From an optimization exercise on the open Yosys and OpenROAD flow, aimed at small area and a short achievable clock period; shortcuts taken in it are not production practice.
Only simulation tests tie the RTL to the original design; equivalence was not proved.
Power and IR drop assume default switching activity.

## v59
==> flow/design.v <==
`timescale 1ns/1ps
`default_nettype none
module spi_mem_slave #(
  parameter int         ADDR_W    = 8,
  parameter logic [7:0] ID_BYTE   = 8'hA5,
  parameter             INIT_FILE = ""
) (
  input  logic       clk,
  input  logic       resetn,
  input  logic       spi_sck,
  input  logic       spi_cs,
  input  logic       spi_mosi,
  output logic       spi_miso,
  output logic       busy,
  output logic [7:0] last_cmd,
  output logic       xfer_done
);
  localparam logic [7:0] c_CMD_READ  = 8'h03;
  localparam logic [7:0] c_CMD_WRITE = 8'h02;
  localparam logic [7:0] c_CMD_ID    = 8'h9F;
  typedef enum logic [2:0] {
    S_IDLE   = 3'd0,
    S_CMD    = 3'd1,
    S_ADDR   = 3'd2,
    S_RD     = 3'd3,
    S_WR     = 3'd4,
    S_ID     = 3'd5,
    S_IGNORE = 3'd6
  } state_t;
  state_t r_state;
  state_t w_state_nxt;
  logic              r_sck_m, r_sck_s, r_sck_d;
  logic              r_cs_m, r_cs_s;
  logic              r_busy;        
  logic              r_mosi_m, r_mosi_s;
  logic [2:0]        r_bit_cnt;
  logic [6:0]        r_rx_sr;
  logic [6:0]        r_tx_sr;
  logic              r_miso;
  logic              r_load_pend;
  logic [7:0]        r_addr;
  logic [7:0]        r_last_cmd;
  logic              r_xfer_done;
  logic [7:0]        r_rd_data;
  logic       w_rise, w_fall, w_active, w_byte_done, w_mem_we;
  logic [7:0] w_rx_byte, w_tx_src;
  assign w_rise      = r_sck_s & ~r_sck_d;
  assign w_fall      = ~r_sck_s & r_sck_d;
  assign w_active    = ~r_cs_s & (r_state != S_IDLE);
  assign w_byte_done = w_active & w_rise & (r_bit_cnt == 3'd7);
  assign w_rx_byte   = {r_rx_sr, r_mosi_s};
  assign w_mem_we    = w_byte_done & (r_state == S_WR);
  assign w_tx_src    = (r_state == S_ID) ? ID_BYTE : r_rd_data;
  assign spi_miso  = r_miso;
  assign busy      = r_busy;
  assign last_cmd  = r_last_cmd;
  assign xfer_done = r_xfer_done;
  always_ff @(posedge clk or negedge resetn) begin
    if (!resetn) begin
      r_sck_m  <= 1'b0;
      r_sck_s  <= 1'b0;
      r_sck_d  <= 1'b0;
      r_cs_m   <= 1'b1;
      r_cs_s   <= 1'b1;
      r_busy   <= 1'b0;
      r_mosi_m <= 1'b0;
      r_mosi_s <= 1'b0;
    end else begin
      r_sck_m  <= spi_sck;
      r_sck_s  <= r_sck_m;
      r_sck_d  <= r_sck_s;
      r_cs_m   <= spi_cs;
      r_cs_s   <= r_cs_m;
      r_busy   <= ~r_cs_m;
      r_mosi_m <= spi_mosi;
      r_mosi_s <= r_mosi_m;
    end
  end
  always_ff @(posedge clk or negedge resetn) begin
    if (!resetn) r_state <= S_IDLE;
    else         r_state <= w_state_nxt;
  end
  always_comb begin
    w_state_nxt = r_state;
    if (r_cs_s) begin
      w_state_nxt = S_IDLE;
    end else begin
      case (r_state)
        S_IDLE: w_state_nxt = S_CMD;
        S_CMD: begin
          if (w_byte_done) begin
            case (w_rx_byte)
              c_CMD_READ, c_CMD_WRITE: w_state_nxt = S_ADDR;
              c_CMD_ID:                w_state_nxt = S_ID;
              default:                 w_state_nxt = S_IGNORE;
            endcase
          end
        end
        S_ADDR: begin
          if (w_byte_done)
            w_state_nxt = (r_last_cmd == c_CMD_READ) ? S_RD : S_WR;
        end
        default: w_state_nxt = r_state;
      endcase
    end
  end
  always_ff @(posedge clk or negedge resetn) begin
    if (!resetn) begin
      r_bit_cnt   <= 3'd0;
      r_miso      <= 1'b0;
      r_load_pend <= 1'b0;
      r_addr      <= '0;
      r_last_cmd  <= 8'h00;
      r_xfer_done <= 1'b0;
    end else begin
      r_xfer_done <= r_cs_s & (r_state != S_IDLE);
      if (!w_active) begin
        r_bit_cnt   <= 3'd0;
        r_miso      <= 1'b0;
        r_load_pend <= 1'b0;
      end else begin
        if (w_rise) begin
          r_bit_cnt <= r_bit_cnt + 3'd1;
          if (r_bit_cnt == 3'd7) begin
            case (r_state)
              S_CMD: begin
                r_last_cmd  <= w_rx_byte;
                r_load_pend <= (w_rx_byte == c_CMD_ID);
              end
              S_ADDR: begin
                r_addr      <= w_rx_byte;
                r_load_pend <= (r_last_cmd == c_CMD_READ);
              end
              S_RD, S_ID: r_load_pend <= 1'b1;
              S_WR:       r_addr <= r_addr + 8'd1;
              default: ;
            endcase
          end
        end
        if (w_fall) begin
          if (r_state == S_RD || r_state == S_ID) begin
            if (r_load_pend) begin
              r_miso      <= w_tx_src[7];
              r_load_pend <= 1'b0;
              if (r_state == S_RD) r_addr <= r_addr + 8'd1;
            end else begin
              r_miso  <= r_tx_sr[6];
            end
          end else begin
            r_miso <= 1'b0;
          end
        end
      end
    end
  end
  always_ff @(posedge clk) begin
    if (w_active && w_rise) r_rx_sr <= w_rx_byte[6:0];
    if (w_active && w_fall && (r_state == S_RD || r_state == S_ID))
      r_tx_sr <= r_load_pend ? w_tx_src[6:0] : {r_tx_sr[5:0], 1'b0};
  end
  logic [3:0] r_q;             
  logic [3:0] r_wa;            
  logic [3:0] r_wh1;           
  logic [7:0] r_wd;            
  logic [3:0] r_bh;            
  logic [15:0][7:0] w_buf;
  logic       w_addr_rise4, w_addr_hi, w_wslot, w_ld0, w_ld8;
  assign w_addr_rise4 = w_active & w_rise & (r_bit_cnt == 3'd3) & (r_state == S_ADDR);
  assign w_addr_hi    = (r_state == S_ADDR) & r_bit_cnt[2];
  assign w_wslot      = (r_wh1 == r_q);
  assign w_ld0        = (r_bh == r_q);
  assign w_ld8        = (r_bh == {~r_q[3], r_q[2:0]});
  always_ff @(posedge clk) begin
    r_q <= r_q - 4'd1;
    if (w_mem_we) begin
      r_wa  <= r_addr[3:0];
      r_wh1 <= r_addr[7:4] + 4'd1;
      r_wd  <= w_rx_byte;
    end
    if (w_addr_rise4)  r_bh <= {r_rx_sr[2:0], r_mosi_s};
    else if (!w_addr_hi) r_bh <= r_addr[7:4];
    if (!w_addr_hi) r_rd_data <= w_buf[r_addr[3:0]];
  end
  for (genvar n = 0; n < 16; n++) begin : g_ring
    logic [127:0] r_ring;      
    logic [7:0]   w_in;
    logic [7:0]   r_buf;       
    assign w_in = (w_wslot && r_wa == 4'(n)) ? r_wd : r_ring[127:120];
    always_ff @(posedge clk) begin
      r_ring <= {r_ring[119:0], w_in};
      r_buf  <= ({8{w_ld0}} & r_ring[7:0]) | ({8{w_ld8}} & r_ring[71:64]) |
                ({8{~(w_ld0 | w_ld8)}} & r_buf);
    end
    assign w_buf[n] = r_buf;
  end
endmodule
`default_nettype wire
==> flow/config.mk <==
export PLATFORM = sky130hd
export DESIGN_NAME = spi_mem_slave
export DESIGN_NICKNAME = spi_mem_slave
export VERILOG_FILES = /design/flow/design.v
export SDC_FILE = /design/flow/constraint.sdc
export NUM_CORES = 4
export LEC_CHECK = 0
export CAP_MARGIN = 20
export CORE_MARGIN = 2
export CORE_UTILIZATION = 70
export CTS_CLUSTER_DIAMETER = 80
export CTS_CLUSTER_SIZE = 24
export SETUP_SLACK_MARGIN = 3.2
export SLEW_MARGIN = 20
==> flow/constraint.sdc <==
create_clock -name core_clock -period 5.5 [get_ports {clk}]
set_input_delay 1.1000 -clock core_clock [delete_from_list [all_inputs] [get_ports {clk}]]
set_output_delay 1.1000 -clock core_clock [all_outputs]
set_load 0.01 [all_outputs]
run.sh (not shown) runs the stock make flow with config.mk's settings and CLKGATE_MAP_FILE= SYNTH_SCRIPT=/design/flow/synth_recipe.tcl, a recipe that flattens the netlist after the stock synthesis.
Input changes introduced in v39 (baseline for comparison: v59):
Settings: CTS_BUF_LIST newly set to sky130_fd_sc_hd__clkbuf_8 sky130_fd_sc_hd__clkbuf_16; SETUP_SLACK_MARGIN changed from 3.2 to 3.5.
--- outcome ---
Register clock-pin slew on the reported worst setup and hold paths delta (v39 -> v59): insignificant. On worst slack at placement, v59 loses to v39. Area used by sequential logic in the layout delta (v59 -> v39): insignificant.
> inputs changed (v39 -> v34)
Settings: removing CTS_BUF_LIST (formerly sky130_fd_sc_hd__clkbuf_8 sky130_fd_sc_hd__clkbuf_16); changing CORE_UTILIZATION from 70 to 65; changing CTS_CLUSTER_SIZE from 24 to 30; changing CTS_CLUSTER_DIAMETER from 80 to 70.
==> comparison <==
Diff v39 -> v34: first-pass detailed-route iteration total now sits higher; worst path setup slack after routing now sits higher; cell area now sits lower; final standard cell utilization of the core now sits lower; met1 global-route usage now sits lower.
### v34 -> v37
Settings: CORE_UTILIZATION now 70, was 65; CTS_CLUSTER_SIZE now 24, was 30; CTS_CLUSTER_DIAMETER now 80, was 70.
### Flow results
v34 has lower count of instances resized after the clock tree is built than v37.
v37: done, clean on timing, DRC and antenna
Setup slack in v37 is 0.018 ns below v34.
On proportion of power drawn by the clock network, the higher figure sits with v37, not v34.
Against v34 as the reference, v37 delivers a lower sequential share of layout area.
The post-layout minimum cycle time reported for v37 is greater than that of v34 by 0.018 ns.
Final cell area: v37 above v34
Total wire length after detailed routing ended up about 2.3% higher on v37 than on v34.
Input-level comparison between v4 and v37:
Settings: a change of SETUP_SLACK_MARGIN from 3.5 to 5.0.
Results
The final reports for v4 and v37 show cell count higher in the former. As far as async set-reset flop share out of synthesis goes, v4 and v37 are indistinguishable; the numbers are identical. For v4, the most congested layer reported by global routing was met2, unlike v37, where it was met1. Measured against each other, v4 and v37 differ in met2 track demand over resource, the lower figure coming from v37. v4 vs v37 — starting DRC count in detailed routing climbed by more than a quarter. Diff v37 -> v4: internal power component did not really move, all-layer global routing usage went up, worst hold slack went down. Looking at highest metal layer with signal wires, the met5 result is from v37; the met4 one comes from v4. Summary of v4 over v37: largest stage delay on the critical path shows no meaningful change, fraction of standard cell area that is sequential shows a reduction of 6.2 points, final area higher.
The following lists how v12 was set up differently from v4:
Settings: swapping 5.0 for 3.5 in SETUP_SLACK_MARGIN; swapping 24 for 28 in CTS_CLUSTER_SIZE; swapping 80 for 90 in CTS_CLUSTER_DIAMETER.
Findings:
On part of the power in combinational logic, v12 and v4 are basically level.
The via count of the first global-routing pass in v12 is 0.894 times that in v4.
Initial antenna violation count was lower in the run labelled v12.
Compared with v4, v12 shows a lower global-route wire length before repair.
Row global routing usage summed across all routing layers: v12 lower / v4 higher

* * *

## the baseline
RTL: the design.v shown in full above, as it stands there.
Settings: LEC_CHECK=0, CAP_MARGIN=20, CORE_MARGIN=2, CORE_UTILIZATION=70, CTS_CLUSTER_DIAMETER=80, CTS_CLUSTER_SIZE=24, SETUP_SLACK_MARGIN=4.0, SLEW_MARGIN=20; clock period 5.5 ns.
The baseline reached the end of the flow, and the finished layout is clean on the timing, design-rule and antenna checks.
[inputs] the candidate vs the baseline
Settings: changing SETUP_SLACK_MARGIN from 4.0 to 3.35.
Notes after the runs:
- For the number of buffers inserted by post-CTS setup repair, the candidate came in 101 lower than the baseline did.
- Changes observed in the candidate relative to the baseline: total routing resource utilization after global routing lost 6.9 points, fraction of power consumed by the clock network saw a decrease.
- Wire length ended up 30% lower on the candidate than on the baseline.
- Summary of the candidate over the baseline: detailed route wirelength on metal2 lost about 33%; total power lost 0.86%; maximum achievable frequency lost 0.60%.
- Count of maximum capacitance violations across the candidate and the baseline: no real change.
- Note that the design area recorded for the baseline amounts to 1.09 times the value seen in the candidate.
- From the baseline to the candidate, number of cells on the critical path did not move at all.
- Compared to the baseline, the candidate has sequential share of layout area 7.0 points higher.

* * *

Setup of wip/sierra:
Another version of the RTL of spi_mem_slave (not shown whole).
For scale: roughly 2300 flip-flops, roughly 16 I/O pins, about 52000 um2 of cells after synthesis.
==> flow/design.v (excerpt) <==
module spi_mem_slave #(
  parameter int         ADDR_W    = 8,
  parameter logic [7:0] ID_BYTE   = 8'hA5,
  parameter             INIT_FILE = ""
) (
  input  logic       clk,
  input  logic       resetn,
  input  logic       spi_sck,
  input  logic       spi_cs,
  input  logic       spi_mosi,
  output logic       spi_miso,
  output logic       busy,
  output logic [7:0] last_cmd,
  output logic       xfer_done
);
clock: 5.5 ns
lec_check: 0
cap_margin: 20
core_margin: 2
core_utilization: 50
setup_slack_margin: 3.5
slew_margin: 20
#### Input delta (wip/amber over wip/sierra)
diff --git a/flow/config.mk b/flow/config.mk
--- a/flow/config.mk
+++ b/flow/config.mk
@@ -9,3 +9,5 @@
 export CORE_MARGIN = 2
-export CORE_UTILIZATION = 50
+export CORE_UTILIZATION = 70
+export CTS_CLUSTER_DIAMETER = 100
+export CTS_CLUSTER_SIZE = 32
 export SETUP_SLACK_MARGIN = 3.5
- wip/amber has overall routed net length below what wip/sierra had.
- First-pass GRT wire length came out lower on wip/amber than on wip/sierra.
- Of the two values seen for topmost layer with routed signal wires, met5 was produced by wip/sierra and met4 by wip/amber.
- wip/amber vs wip/sierra, area growth from synthesis to layout went down by 9.8 points.
- Of wip/amber and wip/sierra, the lower final period demand of the worst path belongs to wip/amber.
- Compared with wip/sierra, in wip/amber setup slack +0.10 ns, global-route usage has increased, final cell count lower.
- Min worst slack at placement across wip/amber and wip/sierra: wip/sierra
- Non-clock buffer count ended up 16% lower on wip/amber than on wip/sierra.
Relative to wip/amber, the following input files were edited for wip/fjord:
diff --git a/flow/config.mk b/flow/config.mk
--- a/flow/config.mk
+++ b/flow/config.mk
@@ -9,3 +9,3 @@
 export CORE_MARGIN = 2
-export CORE_UTILIZATION = 70
+export CORE_UTILIZATION = 50
 export CTS_CLUSTER_DIAMETER = 100
### Flow results
wip/fjord ends up with a fraction of the cycle the final worst path needs that is 0.95 points higher than in wip/amber. The run showing the smaller non-clock buffer count is wip/amber. wip/fjord -> wip/amber: average cell area after synthesis delta 0, exact match. For net total in the final layout, wip/amber and wip/fjord come out practically identical. wip/fjord ends up with lower total wire length after detailed routing than wip/amber does. [compare] base=wip/amber new=wip/fjord: finished layout cell area increased by 650 um2 relative to the old numbers, number of tapcells increased by 411 relative to the old numbers. Post-detailed-placement cell area: wip/fjord > wip/amber.
diff inputs: wip/fjord => wip/xenon
diff --git a/flow/config.mk b/flow/config.mk
--- a/flow/config.mk
+++ b/flow/config.mk
@@ -9,5 +9,5 @@
 export CORE_MARGIN = 2
-export CORE_UTILIZATION = 50
-export CTS_CLUSTER_DIAMETER = 100
-export CTS_CLUSTER_SIZE = 32
+export CORE_UTILIZATION = 70
+export CTS_CLUSTER_DIAMETER = 80
+export CTS_CLUSTER_SIZE = 24
 export SETUP_SLACK_MARGIN = 3.5
Notes after the runs:
wip/xenon vs wip/fjord: wire length the detailed router placed on met1 up slightly
Looking only at setup slack, and setting everything else aside, the lower value of wip/fjord and wip/xenon goes to wip/fjord.
Design internal power for wip/xenon: about 3.2% up relative to wip/fjord
Start point of the critical path: r_xfer_done -> wip/xenon, r_miso -> wip/fjord
Inserted tap cell count was lower in the run labelled wip/xenon.
Between wip/fjord and wip/xenon, wire length increased.

* * *

spi_mem_slave again, from the RTL that the note above started with.
## spi_mem_slave
module spi_mem_slave #(
  parameter int         ADDR_W    = 8,
  parameter logic [7:0] ID_BYTE   = 8'hA5,
  parameter             INIT_FILE = ""
) (
  input  logic       clk,
  input  logic       resetn,
  input  logic       spi_sck,
  input  logic       spi_cs,
  input  logic       spi_mosi,
  output logic       spi_miso,
  output logic       busy,
  output logic [7:0] last_cmd,
  output logic       xfer_done
);
clock: 5.5 ns
lec_check: 0
cap_margin: 20
core_margin: 2
core_utilization: 80
cts_cluster_diameter: 80
cts_cluster_size: 24
setup_slack_margin: 3.2
slew_margin: 20
The baseline finished clean.
Next try:
- CORE_UTILIZATION: 80 -> 70
- CTS_CLUSTER_DIAMETER: 80 -> default
- CTS_CLUSTER_SIZE: 24 -> default
- SETUP_SLACK_MARGIN: 3.2 -> 3.5
=> Wire length came out lower by about 30%. Clock-buffer cell count rises by 168. Total power climbs by about 20%. Sequential cell count does not change. Synthesized cell count does not change. First-iteration DRC count goes down by about 56%. Via count shrinks by about 10%. Cell count rises by 8.5%.

[afterwards: timing with drivers on the ports]
No port has a modelled driver above. Below, the same layouts with a new extraction and two added sets of constraints. Step 1 sets driving cells, clkbuf_16 on the clock port and buf_2 on the other inputs (assumed; they add their load-dependent delay and slew). Step 2 adds t to the input delays and takes it off the output delays; t is the mean of the earliest and latest rising clock arrival at the registers after step 1. Input paths then give back, and output paths get back, about the clock's delay inside the block. a / b / c = ideal / step 1 / step 2; a / b = the first two.
| run | t (ns) | slack for setup (ns) | clock arrival spread, ns | worst register clock-pin slew, ns |
|---|---|---|---|---|
| v59 | 0.734 | 3.039 / 3.039 / 3.039 | 0.026 / 0.026 | 0.10 / 0.10 |
| v39 | 0.738 | 3.092 / 3.025 / 3.352 | 0.026 / 0.026 | 0.10 / 0.10 |
| v34 | 0.730 | 3.113 / 3.043 / 3.434 | 0.027 / 0.027 | 0.11 / 0.11 |
| v37 | 0.738 | 3.095 / 3.028 / 3.292 | 0.029 / 0.029 | 0.10 / 0.10 |
| v4 | 0.754 | 3.069 / 2.998 / 3.272 | 0.037 / 0.037 | 0.11 / 0.11 |
| v12 | 0.731 | 3.110 / 3.043 / 3.401 | 0.029 / 0.028 | 0.11 / 0.11 |
| the baseline | 0.752 | 3.102 / 3.031 / 3.325 | 0.033 / 0.033 | 0.11 / 0.11 |
| the candidate | 0.732 | 3.088 / 3.023 / 3.283 | 0.025 / 0.025 | 0.10 / 0.10 |
| wip/sierra | 0.818 | 3.010 / 2.944 / 3.379 | 0.034 / 0.034 | 0.07 / 0.07 |
| wip/amber | 0.724 | 3.111 / 3.045 / 3.395 | 0.040 / 0.040 | 0.12 / 0.12 |
| wip/fjord | 0.746 | 3.058 / 2.993 / 3.429 | 0.035 / 0.035 | 0.12 / 0.12 |
| wip/xenon | 0.744 | 3.092 / 3.023 / 3.431 | 0.026 / 0.026 | 0.10 / 0.10 |
| the first run of note 4 | 0.776 | 2.835 / 2.835 / 2.835 | 0.033 / 0.033 | 0.11 / 0.11 |
| the second run of note 4 | 0.812 | 3.057 / 2.986 / 3.394 | 0.044 / 0.044 | 0.07 / 0.07 |
After both steps setup and hold are still met in every run listed.
